This is an optimization exercise on Yosys and OpenROAD, whose aim is small area, a short achievable clock period and few clock cycles per item, not a production implementation.
The RTL of this run was laid out without a check of its function.

File: config.mk
export PLATFORM = sky130hd
export DESIGN_NAME = sha256_stream_core
export DESIGN_NICKNAME = sha256_stream_core
export VERILOG_FILES = /design/flow/design.v
export SDC_FILE = /design/flow/constraint.sdc
export NUM_CORES = 4
export LEC_CHECK = 0
export CAP_MARGIN = 20
export CORE_MARGIN = 2
export CORE_UTILIZATION = 40
export SETUP_SLACK_MARGIN = 4.5
export SLEW_MARGIN = 20
File: constraint.sdc
create_clock -name core_clock -period 8.0 [get_ports {clk}]
set_input_delay 1.6000 -clock core_clock [delete_from_list [all_inputs] [get_ports {clk}]]
set_output_delay 1.6000 -clock core_clock [all_outputs]
set_load 0.01 [all_outputs]
File: design.v
module sha256_stream_core (
    input  logic         clk,
    input  logic         rst,
    input  logic         valid_in,
    output logic         ready_in,
    input  logic         first_in,
    input  logic         last_in,
    input  logic [511:0] data_in,
    output logic [255:0] data_out,
    output logic         valid_out,
    output logic         busy
);
    localparam logic [31:0] IV0 = 32'h6a09e667;
    localparam logic [31:0] IV1 = 32'hbb67ae85;
    localparam logic [31:0] IV2 = 32'h3c6ef372;
    localparam logic [31:0] IV3 = 32'ha54ff53a;
    localparam logic [31:0] IV4 = 32'h510e527f;
    localparam logic [31:0] IV5 = 32'h9b05688c;
    localparam logic [31:0] IV6 = 32'h1f83d9ab;
    localparam logic [31:0] IV7 = 32'h5be0cd19;
    localparam logic [31:0] K0  = 32'h428a2f98;
    localparam logic [31:0] Y_IV = IV7 + K0;         
    function automatic logic [31:0] k_next(input logic [5:0] idx);
        case (idx)
            6'd0: k_next = 32'h71374491;
            6'd1: k_next = 32'hb5c0fbcf;
            6'd2: k_next = 32'he9b5dba5;
            6'd3: k_next = 32'h3956c25b;
            6'd4: k_next = 32'h59f111f1;
            6'd5: k_next = 32'h923f82a4;
            6'd6: k_next = 32'hab1c5ed5;
            6'd7: k_next = 32'hd807aa98;
            6'd8: k_next = 32'h12835b01;
            6'd9: k_next = 32'h243185be;
            6'd10: k_next = 32'h550c7dc3;
            6'd11: k_next = 32'h72be5d74;
            6'd12: k_next = 32'h80deb1fe;
            6'd13: k_next = 32'h9bdc06a7;
            6'd14: k_next = 32'hc19bf174;
            6'd15: k_next = 32'he49b69c1;
            6'd16: k_next = 32'hefbe4786;
            6'd17: k_next = 32'h0fc19dc6;
            6'd18: k_next = 32'h240ca1cc;
            6'd19: k_next = 32'h2de92c6f;
            6'd20: k_next = 32'h4a7484aa;
            6'd21: k_next = 32'h5cb0a9dc;
            6'd22: k_next = 32'h76f988da;
            6'd23: k_next = 32'h983e5152;
            6'd24: k_next = 32'ha831c66d;
            6'd25: k_next = 32'hb00327c8;
            6'd26: k_next = 32'hbf597fc7;
            6'd27: k_next = 32'hc6e00bf3;
            6'd28: k_next = 32'hd5a79147;
            6'd29: k_next = 32'h06ca6351;
            6'd30: k_next = 32'h14292967;
            6'd31: k_next = 32'h27b70a85;
            6'd32: k_next = 32'h2e1b2138;
            6'd33: k_next = 32'h4d2c6dfc;
            6'd34: k_next = 32'h53380d13;
            6'd35: k_next = 32'h650a7354;
            6'd36: k_next = 32'h766a0abb;
            6'd37: k_next = 32'h81c2c92e;
            6'd38: k_next = 32'h92722c85;
            6'd39: k_next = 32'ha2bfe8a1;
            6'd40: k_next = 32'ha81a664b;
            6'd41: k_next = 32'hc24b8b70;
            6'd42: k_next = 32'hc76c51a3;
            6'd43: k_next = 32'hd192e819;
            6'd44: k_next = 32'hd6990624;
            6'd45: k_next = 32'hf40e3585;
            6'd46: k_next = 32'h106aa070;
            6'd47: k_next = 32'h19a4c116;
            6'd48: k_next = 32'h1e376c08;
            6'd49: k_next = 32'h2748774c;
            6'd50: k_next = 32'h34b0bcb5;
            6'd51: k_next = 32'h391c0cb3;
            6'd52: k_next = 32'h4ed8aa4a;
            6'd53: k_next = 32'h5b9cca4f;
            6'd54: k_next = 32'h682e6ff3;
            6'd55: k_next = 32'h748f82ee;
            6'd56: k_next = 32'h78a5636f;
            6'd57: k_next = 32'h84c87814;
            6'd58: k_next = 32'h8cc70208;
            6'd59: k_next = 32'h90befffa;
            6'd60: k_next = 32'ha4506ceb;
            6'd61: k_next = 32'hbef9a3f7;
            6'd62: k_next = 32'hc67178f2;
            6'd63: k_next = 32'h428a2f98;
            default: k_next = 32'h0;
        endcase
    endfunction
    function automatic logic [31:0] bsig0(input logic [31:0] x);
        bsig0 = {x[1:0], x[31:2]} ^ {x[12:0], x[31:13]} ^ {x[21:0], x[31:22]};
    endfunction
    function automatic logic [31:0] bsig1(input logic [31:0] x);
        bsig1 = {x[5:0], x[31:6]} ^ {x[10:0], x[31:11]} ^ {x[24:0], x[31:25]};
    endfunction
    function automatic logic [31:0] ssig0(input logic [31:0] x);
        ssig0 = {x[6:0], x[31:7]} ^ {x[17:0], x[31:18]} ^ {3'b0, x[31:3]};
    endfunction
    function automatic logic [31:0] ssig1(input logic [31:0] x);
        ssig1 = {x[16:0], x[31:17]} ^ {x[18:0], x[31:19]} ^ {10'b0, x[31:10]};
    endfunction
    function automatic logic [31:0] maj(input logic [31:0] x, input logic [31:0] y,
                                        input logic [31:0] z);
        maj = (x & y) | (x & z) | (y & z);
    endfunction
    function automatic logic [63:0] csa(input logic [31:0] x, input logic [31:0] y,
                                        input logic [31:0] z);
        logic [31:0] s, c, m;
        s = x ^ y ^ z;
        m = maj(x, y, z);
        c = {m[30:0], 1'b0};
        csa = {c, s};
    endfunction
    logic [5:0]   cnt_q;        
    logic         run_q;        
    logic         ready_q;      
    logic         busy_q;
    logic         last_q;
    logic         valid_q;
    logic         chain_iv_q;   
    logic         base_iv_q;    
    logic [255:0] dout_q;
    logic [31:0]  a_q, b_q, c_q, d_q, e_q, f_q, g_q, h_q;
    logic [31:0]  y_q;          
    logic [31:0]  dlt_q;        
    logic [31:0]  w_q [16];     
    logic [31:0]  ha_q [4];     
    logic [31:0]  he_q [4];     
    logic accept;
    logic done;                 
    logic ivsel;                
    logic [5:0] cnt_d;
    assign accept    = ready_q & valid_in & ~rst;
    assign done      = run_q & ready_q;
    assign ivsel     = first_in | (chain_iv_q & ~run_q);
    assign ready_in  = ready_q;
    assign busy      = busy_q;
    assign valid_out = valid_q;
    assign data_out  = dout_q;
    logic [31:0] base0, base4;
    assign base0 = base_iv_q ? IV0 : ha_q[0];
    assign base4 = base_iv_q ? IV4 : he_q[0];
    logic [31:0] s1, ch, s0, mj, wt, m4;
    logic [63:0] p, r, l2, l3, q, m2, m3;
    logic [31:0] a_new, e_new;
    always_comb begin
        wt  = w_q[0];
        s1  = bsig1(e_q);
        ch  = (e_q & f_q) ^ (~e_q & g_q);
        s0  = bsig0(a_q);
        mj  = maj(a_q, b_q, c_q);
        m4  = done ? dlt_q : 32'h0;
        p   = csa(y_q, wt, ch);
        r   = csa(s1, s0, mj);
        l2  = csa(p[31:0], p[63:32], r[31:0]);
        l3  = csa(l2[31:0], l2[63:32], r[63:32]);
        a_new = l3[31:0] + l3[63:32];
        q   = csa(d_q, m4, s1);
        m2  = csa(p[31:0], p[63:32], q[31:0]);
        m3  = csa(m2[31:0], m2[63:32], q[63:32]);
        e_new = m3[31:0] + m3[63:32];
    end
    logic [63:0] w1, w2;
    logic [31:0] w_new;
    always_comb begin
        w1 = csa(w_q[0], w_q[9], ssig0(w_q[1]));
        w2 = csa(w1[31:0], w1[63:32], ssig1(w_q[14]));
        w_new = w2[31:0] + w2[63:32];
    end
    logic [31:0] op_g, kn, m0;
    logic [63:0] p1;
    logic [31:0] y_calc;
    always_comb begin
        op_g = (cnt_q == 6'd63) ? he_q[3] : g_q;    
        kn   = k_next(cnt_q);
        m0   = (run_q && cnt_q == 6'd62) ? base0 : 32'h0;
        p1   = csa(op_g, kn, m0);
        y_calc = p1[31:0] + p1[63:32];
    end
    logic [31:0] ff_a, ff_e;
    always_comb begin
        logic [31:0] sa, se, xa, xe;
        if (cnt_q == 6'd61) begin
            sa = base_iv_q ? IV3 : ha_q[3];
            se = base_iv_q ? IV7 : he_q[3];
        end else if (cnt_q == 6'd62) begin
            sa = base_iv_q ? IV2 : ha_q[2];
            se = base_iv_q ? IV6 : he_q[2];
        end else if (cnt_q == 6'd0) begin
            sa = base_iv_q ? IV1 : ha_q[1];
            se = ~base4;
        end else begin
            sa = base_iv_q ? IV1 : ha_q[1];
            se = base_iv_q ? IV5 : he_q[1];
        end
        xa = run_q ? a_q : 32'h0;
        xe = (cnt_q == 6'd0) ? base0 : (run_q ? e_q : 32'h0);
        ff_a = sa + xa;
        ff_e = se + xe;
    end
    always_ff @(posedge clk) begin
        if (ready_q) begin
            for (int i = 0; i < 16; i++) w_q[i] <= data_in[511 - 32*i -: 32];
        end else begin
            for (int i = 0; i < 15; i++) w_q[i] <= w_q[i + 1];
            w_q[15] <= w_new;
        end
        if (ready_q && ivsel) begin
            a_q <= IV0; b_q <= IV1; c_q <= IV2; d_q <= IV3;
            e_q <= IV4; f_q <= IV5; g_q <= IV6; h_q <= IV7;
            y_q <= Y_IV;
        end else begin
            y_q <= y_calc;
            if (ready_q) begin
                a_q <= run_q ? a_new : ha_q[0];
                b_q <= ff_a;
                c_q <= ha_q[2];
                d_q <= ha_q[3];
                e_q <= run_q ? e_new : he_q[0];
                f_q <= ff_e;
                g_q <= he_q[2];
                h_q <= he_q[3];
            end else begin
                a_q <= a_new; b_q <= a_q; c_q <= b_q; d_q <= c_q;
                e_q <= e_new; f_q <= e_q; g_q <= f_q; h_q <= g_q;
            end
        end
        if (run_q && cnt_q == 6'd0) dlt_q <= ~ff_e;
        if (run_q) begin
            if (cnt_q == 6'd61) begin
                ha_q[3] <= ff_a; he_q[3] <= ff_e;
            end
            if (cnt_q == 6'd62) begin
                ha_q[2] <= ff_a; he_q[2] <= ff_e;
            end
            if (cnt_q == 6'd63) begin
                ha_q[1] <= ff_a; he_q[1] <= ff_e;
                ha_q[0] <= a_new; he_q[0] <= e_new;
            end
        end
    end
    always_comb begin
        if (rst) cnt_d = 6'd63;
        else if (accept) cnt_d = 6'd0;
        else if (ready_q) cnt_d = 6'd63;
        else cnt_d = cnt_q + 6'd1;
    end
    always_ff @(posedge clk) begin
        cnt_q   <= cnt_d;
        ready_q <= (cnt_d == 6'd63);
        busy_q  <= (cnt_d != 6'd63);
        if (rst) begin
            run_q      <= 1'b0;
            valid_q    <= 1'b0;
            dout_q     <= '0;
            chain_iv_q <= 1'b1;
            base_iv_q  <= 1'b0;
        end else begin
            valid_q <= done & last_q;
            if (done & last_q)
                dout_q <= {a_new, ff_a, ha_q[2], ha_q[3], e_new, ff_e, he_q[2], he_q[3]};
            if (done)
                chain_iv_q <= 1'b0;
            if (accept) begin
                run_q     <= 1'b1;
                last_q    <= last_in;
                base_iv_q <= ivsel;
            end else if (ready_q) begin
                run_q     <= 1'b0;
                base_iv_q <= 1'b0;
            end
        end
    end
endmodule
File: run.sh
#!/bin/bash
# synth_recipe.tcl (not shown) runs the flow's synth.tcl, then flattens the netlist and writes it again
# the make line also repeats each setting of config.mk as NAME=value (left out here)
make -C /OpenROAD-flow-scripts/flow DESIGN_CONFIG=/design/flow/config.mk WORK_HOME=/design/flow/orfs CLKGATE_MAP_FILE= SYNTH_SCRIPT=/design/flow/synth_recipe.tcl finish
==> flow_metrics.env <==
export IMPL_outcome="timing/DRC/antenna clean"
export IMPL_core_area_um2=169000
export IMPL_finalCritPeriodShare_pct=64.1
export IMPL_required_ps=8570
export IMPL_clock_sinks=1357
export IMPL_drive_gt1_share_pct=29.8
export IMPL_slew_headroom_pct=11.4
export IMPL_hp_class="reg2reg"
export IMPL_finalCriticalPeriod_ps=5130
export IMPL_synth_flop_cell="dfxtp_1"
export IMPL_yosysUniqueCellTypes=75
export IMPL_cts_tree="yes"
export IMPL_drt_initial_drc_count=7015
export IMPL_first_global_vias=56600
export IMPL_rows=151
export IMPL_worstSetupPathType="reg2reg"
export IMPL_synth_fp_nets=7944
export IMPL_grt_pass1_wl_mm=426
export IMPL_hpwl_mm=229
export IMPL_yosys_warnings=4
export IMPL_syn_inst=6909
export IMPL_cp_arrival_ps=5690
export IMPL_drt_total_wl_mm=312
export IMPL_fp_dieH_um=417
export IMPL_numCtsBuffers=154
export IMPL_end_kind="flip-flop"
export IMPL_synthTopCellsByArea="dfxtp_1, edfxtp_1, fa_1"
export IMPL_max_clock_freq_ghz=0.195
export IMPL_ys_seq_area_share_pct=44.1
export IMPL_tightest_slew_ps=1330
export IMPL_antenna_found_initial=33
export IMPL_io_pins=776
export IMPL_wl_per_cell_um=30.0
export IMPL_area_growth_pct=41.0
export IMPL_fin_nets=9082
export IMPL_firstDrtPassIters=6
export IMPL_startpoint="a_q[6]$_SDFF_PP1_"
export IMPL_viasPerCell=5.70
export IMPL_rsz0062_at_grt="yes"
export IMPL_syn_cell_area_um2=68100
export IMPL_final_cells=10400
export IMPL_grt_overflow_total=0
export IMPL_layout_common_cells="dfxtp_1, nand2_1, clkdlybuf4s50_1"
export IMPL_synth_edff_count=289
export IMPL_placed_cell_area_um2=78800
export IMPL_dpl_cell_count=9578
export IMPL_finalMaxSlewViolations=0
export IMPL_hold_worst_slack_ps=445
export IMPL_htree_levels=4
export IMPL_netlist_area_leader_share_pct=31.4
export IMPL_final_common_cell="dfxtp_1"
export IMPL_grt_usage_pct=34.5
export IMPL_finalHoldViolCount=0
export IMPL_gp_congestion=1.03
export IMPL_grt_max_degree=196
export IMPL_syn_mean_instance_area_um2=9.86
export IMPL_port_buffer_count=775
export IMPL_synth_seq_cells=1357
export IMPL_clk_pin_slew_worst_paths_ps=70
export IMPL_postCtsHoldBufs=0
export IMPL_fin_area_um2=96000
export IMPL_setup_viol_count_final=0
export IMPL_worstPathMaxFanout=5
export IMPL_remaining_drc_errors=0
export IMPL_die_width_um=417
export IMPL_cts_root_buf="clkbuf_16"
export IMPL_min_from="w_q[3][16]$_DFF_P_"
export IMPL_start_util_pct=40.2
export IMPL_tns_ps=0
export IMPL_r2r_start="a_q[6]$_SDFF_PP1_"
export IMPL_async_reset_ff_share_pct=0
export IMPL_antenna_left=0
export IMPL_worst_clock_skew_ps=39.1
export IMPL_drv_cap=0
export IMPL_die_area_um2=174000
export IMPL_insertion_delay_ps=850
export IMPL_worst_setup_path_start_kind="flip-flop"
export IMPL_yosys_area_top_type="dfxtp_1"
export IMPL_via_count=59300
export IMPL_ctsLongestPathBuffers=3
## critical path: stages, from the launching register on
cell      delay (ps)
dfxtp_1          320
clkinv_1         110
buf_4            200
xnor2_1          420
fa_1             530
fa_1             560
inv_1             50
fa_1             450
ha_1             440
a21oi_1          200
o22ai_1           90
o21a_1           210
a311oi_4         420
o21ai_4          120
a41oi_2          280
a21oi_2          110
mux2i_2          250
nand2_1           80
## cell families after synthesis
logic type | synth area share (%)
and+or+nand+nor | 10.3
xor gates and xnor gates | 5.45
buffers and inverters | 4.98
DFF | 44.1
muxes | 9.19
AOI/OAI and AO/OA | 13.0
adders and majority gates | 13.0
## cell usage after synthesis (6+ instances only)
cell and count:
a21o_1 110, mux2_2 504, and3_1 41, edfxtp_1 289
a211o_1 6, dfxtp_1 1068, o21bai_1 20, or3_1 8
o311ai_0 12, nor3_1 53, o21ai_1 7, ha_1 211
fa_1 307, nor2_1 396, mux2i_1 56, nand2b_1 36
o31ai_1 26, a211oi_1 56, o221ai_1 8, or2_2 11
nor2b_1 22, clkinv_1 6, buf_1 48, nand2_1 858
clkbuf_1 356, o31a_1 6, nand3_1 152, o21ai_0 352
a21boi_0 12, a31oi_1 34, nand4_1 14, a311oi_1 12
a22oi_1 22, xnor2_1 314, o211ai_1 34, o21a_1 27
and2_1 36, o22ai_1 58, a221oi_1 13, a21oi_1 604
a2111oi_0 12, o22a_1 15, inv_1 494, xor2_1 107
## flip-flops by register name, summed over array words and instances (netlist names), 6 cells and up
| name | count |
|---|---|
| a_q | 32 |
| b_q | 32 |
| c_q | 32 |
| cnt_q | 6 |
| d_q | 32 |
| dlt_q | 32 |
| dout_q | 256 |
| e_q | 32 |
| f_q | 32 |
| g_q | 32 |
| ha_q | 128 |
| he_q | 128 |
| kn | 32 |
| w_q | 512 |
| y_q | 32 |
## cell type report
cell class	instances	area [um^2]
Timing Repair Buffer	1380	14000
Fill cell	14400	73300
Clock buffer	231	4650
Tap cell	2218	2780
Sequential cell	1357	30400
Clock inverter	56	643
Timing Repair inverter	1	7.51
Antenna cell	15	37.5
Multi-Input combinational cell	4653	41500
Inverter	500	1980
## final timing paths
| path | to | slack, ps | cells past startpoint |
|---|---|---|---|
| worst max register to register | ha_q[0][31]$_DFFE_PP_ | 2870 | 17 |
| worst min-delay path | w_q[2][16]$_DFF_P_ | 440 | 1 |
| worst min register to register | w_q[2][16]$_DFF_P_ | 440 | 1 |
| worst max-delay path | ha_q[0][31]$_DFFE_PP_ | 2870 | 17 |
## layer usage
layer  vias up  track usage, %  part of all wire (%)
met5         -               0                 0.033
li1      25800               -                     -
met3       777            8.36                    10
met4        14            15.9                   5.7
met1     29300            47.3                    41
met2      3476            51.3                    43
## stage by stage
stage                     util, %  setup slack [ps]
after floorplan                 -              3170
after global placement       46.6              2050
after detailed placement     46.6              2000
after CTS                    54.7              2790
after global routing         56.7              2710
final                        56.7              2870
## timing repair
item,CTS,global route
pin swaps,407,328
gates resized for setup,1168,469
setup buffers,370,144
gates cloned,14,3
setup endpoints to repair,741,811

==> what the ideal ports hide <==
No port has a modelled driver above. Below, the same layout with a new extraction and two added sets of constraints.
Step 1, drivers: a clkbuf_16 drives clk and a buf_2 each remaining input, both assumed.
Step 2 also shifts input and output timing later by t, the mid clock arrival at the registers, as if the neighbouring blocks saw the same clock.
a / b / c = no drivers / after step 1 / after step 2; a / b = the first two.
t (ns): 0.913
slack for setup (ns): 2.875 / 2.875 / 2.875
worst setup path at the end: register to register
worst register clock-pin slew, ns: 0.07 / 0.07
After both steps setup and hold are still met in this run. For this run, drivers alone change the setup slack by 0.000 ns; drivers and shift together by 0.000 ns.
